Background: an optimization exercise with open tools, aiming at small area, a short achievable clock period and few clock cycles per item. Do not read the settings as production practice. At most, simulation tests tie the RTL to the original design; equivalence was not proved.

==> module cordic_rotator, before the edit <==
module cordic_rotator #(
    parameter int M       = 4,
    parameter int N       = 10,    
    parameter int XY_ARCH = 0,
    parameter int Z_ARCH  = 0
) (
    input  logic         clock,
    input  logic         arst_n,
    input  logic         clk_en,
    input  logic         start,
    input  logic [31:0]  fixed_angle,
    input  logic [N-1:0] dsel,
    output logic [31:0]  cos_fixed,
    output logic         done
);
    localparam int ZW = 29;
    logic         accept;
    logic         busy;
    logic         valid;
    logic         last;
    logic         first;     
    logic [N-1:0] sel;
    logic [3:0]   index;     
    logic [3:0]   index_n;   
    logic [3:0]   index_h;   
    logic [3:0]   index_hn;  
    logic [15-M:0] onehot;
    logic [31:0]   x, y;
    logic [ZW-1:0] z, at, zo, zsum;
    logic [31:0]   xa, ya, xs, ys;
    logic [31:0]   x_pre, y_pre, offset;
    logic          neg;
    logic          pos;      
    logic          negy;     
    logic [31:0]   xt, yt, xsum, ysum;
    assign accept = start & clk_en;
    assign last   = busy & !first & (index == 4'd15);
    assign neg    = z[ZW-1];
    always_comb begin
        at = '0;
        for (int k = 0; k <= 15 - M; k++) at = at | (onehot[k] ? ZW'(cordic_pkg::atan_entry(4'(M + k))) : ZW'(0));
    end
    preload_tables preload_tables_inst (.dsel(sel), .x_pre(x_pre), .y_pre(y_pre), .offset(offset));
    assign ys = shift_right(y, y[31], index, index_h);
    assign xs = shift_right(first ? 32'd0 : x, 1'b0, ~index_n, ~index_hn);
    assign xa = first ? x_pre : (pos ? ~x : x);
    assign ya = first ? y_pre : (negy ? ~y : y);
    assign zo = first ? offset[ZW-1:0] : (neg ? at : ~at);
    cpa #(.W(32), .ARCH(XY_ARCH)) x_add (.a(xa), .b(ys), .ci(1'b0), .s(xt));
    cpa #(.W(32), .ARCH(XY_ARCH)) y_add (.a(ya), .b(xs), .ci(1'b0), .s(yt));
    cpa #(.W(ZW), .ARCH(Z_ARCH))  z_add (.a(z), .b(zo), .ci(!first && !neg), .s(zsum));
    assign xsum = pos ? ~xt : xt;
    assign ysum = negy ? ~yt : yt;
    function automatic logic [31:0] shift_right(input logic [31:0] v, input logic fill,
                                                 input logic [3:0] sa, input logic [3:0] sb);
        logic [31:0] t;
        logic [62:0] e;
        t = v;
        for (int l = 3; l >= 0; l--) begin
            e = {{31{fill}}, t};
            for (int j = 0; j < 32; j++)
                t[j] = ((j >= 16) ? sa[l] : sb[l]) ? e[j + (1 << l)] : e[j];
        end
        shift_right = t;
    endfunction
    always_ff @(posedge clock) begin
        if (accept) begin
            z        <= fixed_angle[ZW-1:0];
            pos      <= 1'b0;
            negy     <= 1'b0;
            sel      <= dsel;
            first    <= 1'b1;
            index    <= 4'(M - 1);
            index_n  <= ~4'(M - 1);
            index_h  <= 4'(M - 1);
            index_hn <= ~4'(M - 1);
            onehot   <= '0;
        end else begin
            z        <= zsum;
            pos      <= ~zsum[ZW-1];
            negy     <= zsum[ZW-1];
            first    <= 1'b0;
            index    <= index + 4'd1;
            index_n  <= index_n - 4'd1;
            if (busy) begin
                index_h  <= index_h + 4'd1;
                index_hn <= index_hn - 4'd1;
            end
            onehot   <= {onehot[14-M:0], first};
        end
        x <= xsum;
        y <= (busy && !accept && !last) ? ysum : 32'd0;
    end
    always_ff @(posedge clock or negedge arst_n) begin
        if (!arst_n) begin
            busy  <= 1'b0;
            valid <= 1'b0;
            done  <= 1'b0;
        end else begin
            if (accept) begin
                busy  <= 1'b1;
                valid <= 1'b0;
            end else if (last) begin
                busy  <= 1'b0;
                valid <= 1'b1;
            end
            if (clk_en) done <= !start && (valid || last);
        end
    end
    assign cos_fixed = x;
endmodule
clock: 8.0 ns
lec_check: 0
abc_area: 1
cap_margin: 20
core_margin: 2
core_utilization: 45
setup_slack_margin: 4.8
slew_margin: 20
tns_end_percent: 100
standard.sh (not shown) runs the stock make flow with config.mk's settings and CLKGATE_MAP_FILE= SYNTH_SCRIPT=/design/flow/synth_recipe.tcl, a recipe that flattens the netlist after the stock synthesis.
==> flow/flow/run.sh <==
#!/bin/bash
# Standard layout, but the port buffers are buf_2 cells instead of the delay
# buffers buffer_ports picks by default. Full tool output goes to standard_flow.log.
set -euo pipefail
bash standard.sh "BUFFER_PORTS_ARGS=-buffer_cell sky130_fd_sc_hd__buf_2" finish > standard_flow.log 2>&1
Edit:
--- a/flow/design.v
+++ b/flow/design.v
@@ -119,76 +119,55 @@
     logic         valid;
     logic         last;
     logic         first;     
     logic [N-1:0] sel;
     logic [3:0]   index;     
     logic [3:0]   index_n;   
-    logic [3:0]   index_h;   
-    logic [3:0]   index_hn;  
     logic [15-M:0] onehot;
     logic [31:0]   x, y;
     logic [ZW-1:0] z, at, zo, zsum;
     logic [31:0]   xa, ya, xs, ys;
     logic [31:0]   x_pre, y_pre, offset;
     logic          neg;
     logic          pos;      
     logic          negy;     
-    logic [31:0]   xt, yt, xsum, ysum;
+    logic [31:0]   xg, xsum, ysum;
     assign accept = start & clk_en;
     assign last   = busy & !first & (index == 4'd15);
     assign neg    = z[ZW-1];
     always_comb begin
         at = '0;
         for (int k = 0; k <= 15 - M; k++) at = at | (onehot[k] ? ZW'(cordic_pkg::atan_entry(4'(M + k))) : ZW'(0));
     end
     preload_tables preload_tables_inst (.dsel(sel), .x_pre(x_pre), .y_pre(y_pre), .offset(offset));
-    assign ys = shift_right(y, y[31], index, index_h);
-    assign xs = shift_right(first ? 32'd0 : x, 1'b0, ~index_n, ~index_hn);
-    assign xa = first ? x_pre : (pos ? ~x : x);
-    assign ya = first ? y_pre : (negy ? ~y : y);
+    assign ys = signed'(pos ? ~y : y) >>> index;
+    assign xg = first ? 32'd0 : x;
+    assign xs = 32'({{31{negy}}, (negy ? ~xg : xg)} >> (~index_n));
+    assign xa = first ? x_pre : x;
+    assign ya = first ? y_pre : y;
     assign zo = first ? offset[ZW-1:0] : (neg ? at : ~at);
-    cpa #(.W(32), .ARCH(XY_ARCH)) x_add (.a(xa), .b(ys), .ci(1'b0), .s(xt));
-    cpa #(.W(32), .ARCH(XY_ARCH)) y_add (.a(ya), .b(xs), .ci(1'b0), .s(yt));
+    cpa #(.W(32), .ARCH(XY_ARCH)) x_add (.a(xa), .b(ys), .ci(pos), .s(xsum));
+    cpa #(.W(32), .ARCH(XY_ARCH)) y_add (.a(ya), .b(xs), .ci(negy), .s(ysum));
     cpa #(.W(ZW), .ARCH(Z_ARCH))  z_add (.a(z), .b(zo), .ci(!first && !neg), .s(zsum));
-    assign xsum = pos ? ~xt : xt;
-    assign ysum = negy ? ~yt : yt;
-    function automatic logic [31:0] shift_right(input logic [31:0] v, input logic fill,
-                                                 input logic [3:0] sa, input logic [3:0] sb);
-        logic [31:0] t;
-        logic [62:0] e;
-        t = v;
-        for (int l = 3; l >= 0; l--) begin
-            e = {{31{fill}}, t};
-            for (int j = 0; j < 32; j++)
-                t[j] = ((j >= 16) ? sa[l] : sb[l]) ? e[j + (1 << l)] : e[j];
-        end
-        shift_right = t;
-    endfunction
     always_ff @(posedge clock) begin
         if (accept) begin
             z        <= fixed_angle[ZW-1:0];
             pos      <= 1'b0;
             negy     <= 1'b0;
             sel      <= dsel;
             first    <= 1'b1;
             index    <= 4'(M - 1);
-            index_n  <= ~4'(M - 1);
-            index_h  <= 4'(M - 1);
-            index_hn <= ~4'(M - 1);
+            index_n  <= 4'(15 - (M - 1));
             onehot   <= '0;
         end else begin
             z        <= zsum;
             pos      <= ~zsum[ZW-1];
             negy     <= zsum[ZW-1];
             first    <= 1'b0;
             index    <= index + 4'd1;
             index_n  <= index_n - 4'd1;
-            if (busy) begin
-                index_h  <= index_h + 4'd1;
-                index_hn <= index_hn - 4'd1;
-            end
             onehot   <= {onehot[14-M:0], first};
         end
         x <= xsum;
         y <= (busy && !accept && !last) ? ysum : 32'd0;
     end
     always_ff @(posedge clock or negedge arst_n) begin
Result: The new run went through all stages and came out clean. Synthesized cell count shrinks by about a fifth. Final cell count shrinks by roughly a tenth. Sequential cell count shrinks by 8. Global-route usage grows by 0.23 points. Wire length shrinks by a few percent. Core utilization grows by 12 points. Setup slack got worse by 0.21 ns.
No functional check of the RTL was part of any run of this note.

* * *

The RTL this note starts from:
==> flow/design.v <==
`default_nettype none
package cordic_pkg;
    localparam int word_width = 32;
    localparam int fp_bias = 127;
    localparam int max_iterations = 16;
    localparam logic [word_width-1:0] cordic_gain_init = 32'h4DBA_76D4;
    typedef union packed {
        logic [word_width-1:0] bits;
        struct packed {
            logic        sign;
            logic [7:0]  exponent;
            logic [22:0] mantissa;
        } fields;
    } fp_word_t;
    function automatic logic [word_width-1:0] atan_entry(input logic [3:0] index);
        logic [word_width-1:0] angle;
        case (index)
            4'd0:    angle = 32'h6487_ED51;
            4'd1:    angle = 32'h3B58_CE0A;
            4'd2:    angle = 32'h1F5B_75F9;
            4'd3:    angle = 32'h0FEA_DD4D;
            4'd4:    angle = 32'h07FD_56ED;
            4'd5:    angle = 32'h03FF_AAB7;
            4'd6:    angle = 32'h01FF_F555;
            4'd7:    angle = 32'h00FF_FEAA;
            4'd8:    angle = 32'h007F_FFD5;
            4'd9:    angle = 32'h003F_FFFA;
            4'd10:   angle = 32'h001F_FFFF;
            4'd11:   angle = 32'h000F_FFFF;
            4'd12:   angle = 32'h0007_FFFF;
            4'd13:   angle = 32'h0003_FFFF;
            4'd14:   angle = 32'h0001_FFFF;
            default: angle = 32'h0000_FFFF;
        endcase
        atan_entry = angle;
    endfunction
endpackage
`default_nettype wire
`default_nettype none
module angle_to_fixed (
    input  logic [31:0] angle,
    output logic [31:0] fixed_angle,
    output logic [9:0]  dsel
);
    logic [31:0] aligned;
    logic        in_range, in_a, in_b;
    logic [30:0] w;
    logic [4:0]  ge_a;
    logic [4:0]  ge_b;
    assign aligned     = {1'b1, angle[22:0], 8'b0};
    assign in_range    = (angle[30:28] == 3'b011);
    assign fixed_angle = in_range ? (aligned >> (~angle[27:23])) : 32'd0;
    assign w    = angle[30:0];
    assign in_b = (angle[30:23] == 8'd127);
    assign in_a = in_range & !in_b;
    assign ge_a[0] = 1'b1;
    assign ge_a[1] = (w >= 31'h3d9d3a95);
    assign ge_a[2] = (w >= 31'h3ea4bc7e);
    assign ge_a[3] = (w >= 31'h3f11152b);
    assign ge_a[4] = (w >= 31'h3f490fdb);
    assign ge_b[0] = 1'b1;
    assign ge_b[1] = (w[22:0] >= 23'h1b7813);
    assign ge_b[2] = (w[22:0] >= 23'h37756b);
    assign ge_b[3] = (w[22:0] >= 23'h56d0e1);
    assign ge_b[4] = (w[22:0] >= 23'h762c57);
    assign dsel[0] = (in_b & ge_b[0] & !ge_b[1]);   
    assign dsel[1] = (in_b & ge_b[1] & !ge_b[2]);   
    assign dsel[2] = (in_b & ge_b[2] & !ge_b[3]);   
    assign dsel[3] = (in_b & ge_b[3] & !ge_b[4]);   
    assign dsel[4] = (in_b & ge_b[4]);   
    assign dsel[5] = (in_a & ge_a[0] & !ge_a[1]) | !in_range;   
    assign dsel[6] = (in_a & ge_a[1] & !ge_a[2]);   
    assign dsel[7] = (in_a & ge_a[2] & !ge_a[3]);   
    assign dsel[8] = (in_a & ge_a[3] & !ge_a[4]);   
    assign dsel[9] = (in_a & ge_a[4]);   
endmodule
module preload_tables (
    input  logic [9:0]  dsel,
    output logic [31:0] x_pre,
    output logic [31:0] y_pre,
    output logic [31:0] offset
);
    always_comb begin
        x_pre  = '0;
        y_pre  = '0;
        offset = '0;
        if (dsel[0]) begin x_pre = x_pre | 32'h515f3467; y_pre = y_pre | 32'h9da0019b; offset = offset | 32'h709a6815; end
        if (dsel[1]) begin x_pre = x_pre | 32'h625ffe63; y_pre = y_pre | 32'haea0cb9b; offset = offset | 32'h5875728d; end
        if (dsel[2]) begin x_pre = x_pre | 32'h7360c863; y_pre = y_pre | 32'hc958e473; offset = offset | 32'h389fb7f3; end
        if (dsel[3]) begin x_pre = x_pre | 32'h7d18173d; y_pre = y_pre | 32'he67ed102; offset = offset | 32'h19be869b; end
        if (dsel[4]) begin x_pre = x_pre | 32'h7f85eaf5; y_pre = y_pre | 32'h06129148; offset = offset | 32'hf9e8cc01; end
        if (dsel[5]) begin x_pre = x_pre | 32'h7f85eaf3; y_pre = y_pre | 32'hf9ed6eb8; offset = offset | 32'h061733ff; end
        if (dsel[6]) begin x_pre = x_pre | 32'h7d18173d; y_pre = y_pre | 32'h19812efe; offset = offset | 32'he6417965; end
        if (dsel[7]) begin x_pre = x_pre | 32'h7360c863; y_pre = y_pre | 32'h36a71b8d; offset = offset | 32'hc760480d; end
        if (dsel[8]) begin x_pre = x_pre | 32'h625ffe65; y_pre = y_pre | 32'h515f3465; offset = offset | 32'ha78a8d73; end
        if (dsel[9]) begin x_pre = x_pre | 32'h515f3465; y_pre = y_pre | 32'h625ffe65; offset = offset | 32'h8f6597eb; end
    end
endmodule
`default_nettype wire
`default_nettype none
module cordic_rotator #(
    parameter int M       = 4,
    parameter int N       = 10,    
    parameter int XY_ARCH = 0,
    parameter int Z_ARCH  = 0
) (
    input  logic         clock,
    input  logic         arst_n,
    input  logic         clk_en,
    input  logic         start,
    input  logic [31:0]  fixed_angle,
    input  logic [N-1:0] dsel,
    output logic [31:0]  cos_fixed,
    output logic         done
);
    localparam int ZW = 29;
    logic         accept;
    logic         busy;
    logic         valid;
    logic         last;
    logic         first;     
    logic [N-1:0] sel;
    logic [3:0]   index;     
    logic [3:0]   index_n;   
    logic [15-M:0] onehot;
    logic [31:0]   x, y;
    logic [ZW-1:0] z, at, zo, zsum;
    logic [31:0]   xa, ya, xs, ys;
    logic [31:0]   x_pre, y_pre, offset;
    logic          neg;
    logic          pos;      
    logic          negy;     
    logic [31:0]   xt, yt, xsum, ysum;
    assign accept = start & clk_en;
    assign last   = busy & !first & (index == 4'd15);
    assign neg    = z[ZW-1];
    always_comb begin
        at = '0;
        for (int k = 0; k <= 15 - M; k++) at = at | (onehot[k] ? ZW'(cordic_pkg::atan_entry(4'(M + k))) : ZW'(0));
    end
    preload_tables preload_tables_inst (.dsel(sel), .x_pre(x_pre), .y_pre(y_pre), .offset(offset));
    assign ys = signed'(first ? 32'd0 : y) >>> index;
    assign xs = (first ? 32'd0 : x) >> (~index_n);
    assign xa = first ? x_pre : (pos ? ~x : x);
    assign ya = first ? y_pre : (negy ? ~y : y);
    assign zo = first ? offset[ZW-1:0] : (neg ? at : ~at);
    cpa #(.W(32), .ARCH(XY_ARCH)) x_add (.a(xa), .b(ys), .ci(1'b0), .s(xt));
    cpa #(.W(32), .ARCH(XY_ARCH)) y_add (.a(ya), .b(xs), .ci(1'b0), .s(yt));
    cpa #(.W(ZW), .ARCH(Z_ARCH))  z_add (.a(z), .b(zo), .ci(!first && !neg), .s(zsum));
    assign xsum = pos ? ~xt : xt;
    assign ysum = negy ? ~yt : yt;
    always_ff @(posedge clock) begin
        if (accept) begin
            z        <= fixed_angle[ZW-1:0];
            pos      <= 1'b0;
            negy     <= 1'b0;
            sel      <= dsel;
            first    <= 1'b1;
            index    <= 4'(M - 1);
            index_n  <= 4'(15 - (M - 1));
            onehot   <= '0;
        end else begin
            z        <= zsum;
            pos      <= ~zsum[ZW-1];
            negy     <= zsum[ZW-1];
            first    <= 1'b0;
            index    <= index + 4'd1;
            index_n  <= index_n - 4'd1;
            onehot   <= {onehot[14-M:0], first};
        end
        x <= xsum;
        y <= (busy && !last) ? ysum : 32'd0;
    end
    always_ff @(posedge clock or negedge arst_n) begin
        if (!arst_n) begin
            busy  <= 1'b0;
            valid <= 1'b0;
            done  <= 1'b0;
        end else begin
            if (accept) begin
                busy  <= 1'b1;
                valid <= 1'b0;
            end else if (last) begin
                busy  <= 1'b0;
                valid <= 1'b1;
            end
            if (clk_en) done <= !start && (valid || last);
        end
    end
    assign cos_fixed = x;
endmodule
`default_nettype wire
module cpa #(
    parameter int W = 32,
    parameter int ARCH = 1
) (
    input  logic [W-1:0] a,
    input  logic [W-1:0] b,
    input  logic         ci,
    output logic [W-1:0] s
);
    if (ARCH == 0) begin : g_beh
        logic [W:0] t;
        assign t = {a, 1'b1} + {b, ci};
        assign s = t[W:1];
    end else begin : g_pfx
        localparam int N = W + 1;
        localparam int L = $clog2(N);
        logic [N-1:0] g0, p0, gg, pp;
        assign g0 = {a & b, ci};
        assign p0 = {a ^ b, 1'b0};
        always_comb begin
            gg = g0;
            pp = p0;
            if (ARCH == 1) begin
                for (int l = 0; l < L; l++)
                    for (int j = (2 << l) - 1; j < N; j += (2 << l)) begin
                        gg[j] = gg[j] | (pp[j] & gg[j - (1 << l)]);
                        pp[j] = pp[j] & pp[j - (1 << l)];
                    end
                for (int l = L - 2; l >= 0; l--)
                    for (int j = 3 * (1 << l) - 1; j < N; j += (2 << l)) begin
                        gg[j] = gg[j] | (pp[j] & gg[j - (1 << l)]);
                        pp[j] = pp[j] & pp[j - (1 << l)];
                    end
            end else if (ARCH == 2) begin
                for (int l = 0; l < L; l++)
                    for (int j = 0; j < N; j++)
                        if ((j >> l) & 1) begin
                            gg[j] = gg[j] | (pp[j] & gg[((j >> l) << l) - 1]);
                            pp[j] = pp[j] & pp[((j >> l) << l) - 1];
                        end
            end else begin
                for (int j = 1; j < N; j++) begin
                    gg[j] = gg[j] | (pp[j] & gg[j - 1]);
                end
            end
        end
        assign s = p0[N-1:1] ^ gg[N-2:0];
    end
endmodule
`default_nettype none
module fixed_to_float (
    input  logic [31:0] cos_fixed,
    output logic [31:0] result
);
    assign result = {8'h3F, cos_fixed[31], cos_fixed[29:7]};
endmodule
`default_nettype wire
`default_nettype none
module cos_unit (
    input  logic        clock,
    input  logic        arst_n,
    input  logic        clk_en,
    input  logic        start,
    input  logic [31:0] dataa,
    output logic [31:0] result,
    output logic        done
);
    localparam int M = 4;
    localparam int N = 10;
    logic [31:0]  fixed_angle;
    logic [N-1:0] dsel;
    logic [31:0]  cos_fixed;
    angle_to_fixed angle_to_fixed_inst (
        .angle       (dataa),
        .fixed_angle (fixed_angle),
        .dsel        (dsel)
    );
    cordic_rotator #(.M(M), .N(N)) cordic_rotator_inst (
        .clock       (clock),
        .arst_n      (arst_n),
        .clk_en      (clk_en),
        .start       (start),
        .fixed_angle (fixed_angle),
        .dsel        (dsel),
        .cos_fixed   (cos_fixed),
        .done        (done)
    );
    fixed_to_float fixed_to_float_inst (
        .cos_fixed (cos_fixed),
        .result    (result)
    );
endmodule
`default_nettype wire
==> flow/config.mk <==
export PLATFORM = sky130hd
export DESIGN_NAME = cos_unit
export DESIGN_NICKNAME = cos_unit
export VERILOG_FILES = /design/flow/design.v
export SDC_FILE = /design/flow/constraint.sdc
export NUM_CORES = 4
export LEC_CHECK = 0
export ABC_AREA = 1
export CAP_MARGIN = 20
export CORE_MARGIN = 2
export CORE_UTILIZATION = 45
export SETUP_SLACK_MARGIN = 4.8
export SLEW_MARGIN = 20
export TNS_END_PERCENT = 100
==> flow/constraint.sdc <==
create_clock -name core_clock -period 8.0 [get_ports {clock}]
set_input_delay 1.6000 -clock core_clock [delete_from_list [all_inputs] [get_ports {clock}]]
set_output_delay 1.6000 -clock core_clock [all_outputs]
set_load 0.01 [all_outputs]
Scripts as last shown in full above: flow/flow/run.sh
Rerun with:
--- a/flow/design.v
+++ b/flow/design.v
@@ -136,13 +136,13 @@
     assign neg    = z[ZW-1];
     always_comb begin
         at = '0;
         for (int k = 0; k <= 15 - M; k++) at = at | (onehot[k] ? ZW'(cordic_pkg::atan_entry(4'(M + k))) : ZW'(0));
     end
     preload_tables preload_tables_inst (.dsel(sel), .x_pre(x_pre), .y_pre(y_pre), .offset(offset));
-    assign ys = signed'(first ? 32'd0 : y) >>> index;
+    assign ys = signed'(y) >>> index;
     assign xs = (first ? 32'd0 : x) >> (~index_n);
     assign xa = first ? x_pre : (pos ? ~x : x);
     assign ya = first ? y_pre : (negy ? ~y : y);
     assign zo = first ? offset[ZW-1:0] : (neg ? at : ~at);
     cpa #(.W(32), .ARCH(XY_ARCH)) x_add (.a(xa), .b(ys), .ci(1'b0), .s(xt));
     cpa #(.W(32), .ARCH(XY_ARCH)) y_add (.a(ya), .b(xs), .ci(1'b0), .s(yt));
@@ -166,13 +166,13 @@
             first    <= 1'b0;
             index    <= index + 4'd1;
             index_n  <= index_n - 4'd1;
             onehot   <= {onehot[14-M:0], first};
         end
         x <= xsum;
-        y <= (busy && !last) ? ysum : 32'd0;
+        y <= (busy && !accept && !last) ? ysum : 32'd0;
     end
     always_ff @(posedge clock or negedge arst_n) begin
         if (!arst_n) begin
             busy  <= 1'b0;
             valid <= 1'b0;
             done  <= 1'b0;
Count of clock-buffer cells in the layout falls by 1.
Final cell count is lower by 0.99%.
Fmax is higher by 3.9%.
Sequential cell count stays the same.
Clock skew hardly moves.
Global-route usage decreases by 1.4 points.
First-iteration DRC count came out lower by 2.7%.
Via count is lower by 2.2%.
Testbench counts after the change, summed over its fixed seeds: cycles 7,168, items 512.
Only the layout flow was run in the first run of this note; the RTL was not checked for function there.

-- static timing again, ports no longer ideal --
How much do the figures lean on ideal ports? The routed layouts below were timed once more, with nothing changed but the port constraints.
Step 1 (the two cells are an assumption about what drives the block):
set clk [get_ports {clock}]
set_driving_cell -lib_cell sky130_fd_sc_hd__clkbuf_16 $clk
set_driving_cell -lib_cell sky130_fd_sc_hd__buf_2 [delete_from_list [all_inputs] $clk]
Step 2, shift: input delay + t, output delay - t, t = (earliest + latest rising clock arrival at the registers) / 2. This alone moves slack from input paths to output paths.
Three values: ideal, step 1, step 2; two values: the first two.
run	t (ns)	setup slack, ns	worst hold slack (ns)	worst slew at a driven data input, ns	cell pins on the clock port's net
the first run of note 1	0.524	4.813 / 4.813 / 4.399	0.461 / 0.461 / 0.461	0.05	1
the second run of note 1	0.510	4.605 / 4.605 / 4.472	0.464 / 0.464 / 0.464	0.03	1
the first run of note 2	0.518	4.824 / 4.824 / 4.458	0.468 / 0.468 / 0.468	0.07	1
the second run of note 2	0.534	4.945 / 4.956 / 4.445	0.482 / 0.482 / 0.482	0.06	1
After both steps setup and hold are still met in every run listed. For the second run of note 2, which loses most, drivers alone change the setup slack by +0.011 ns; drivers and shift together by -0.500 ns.
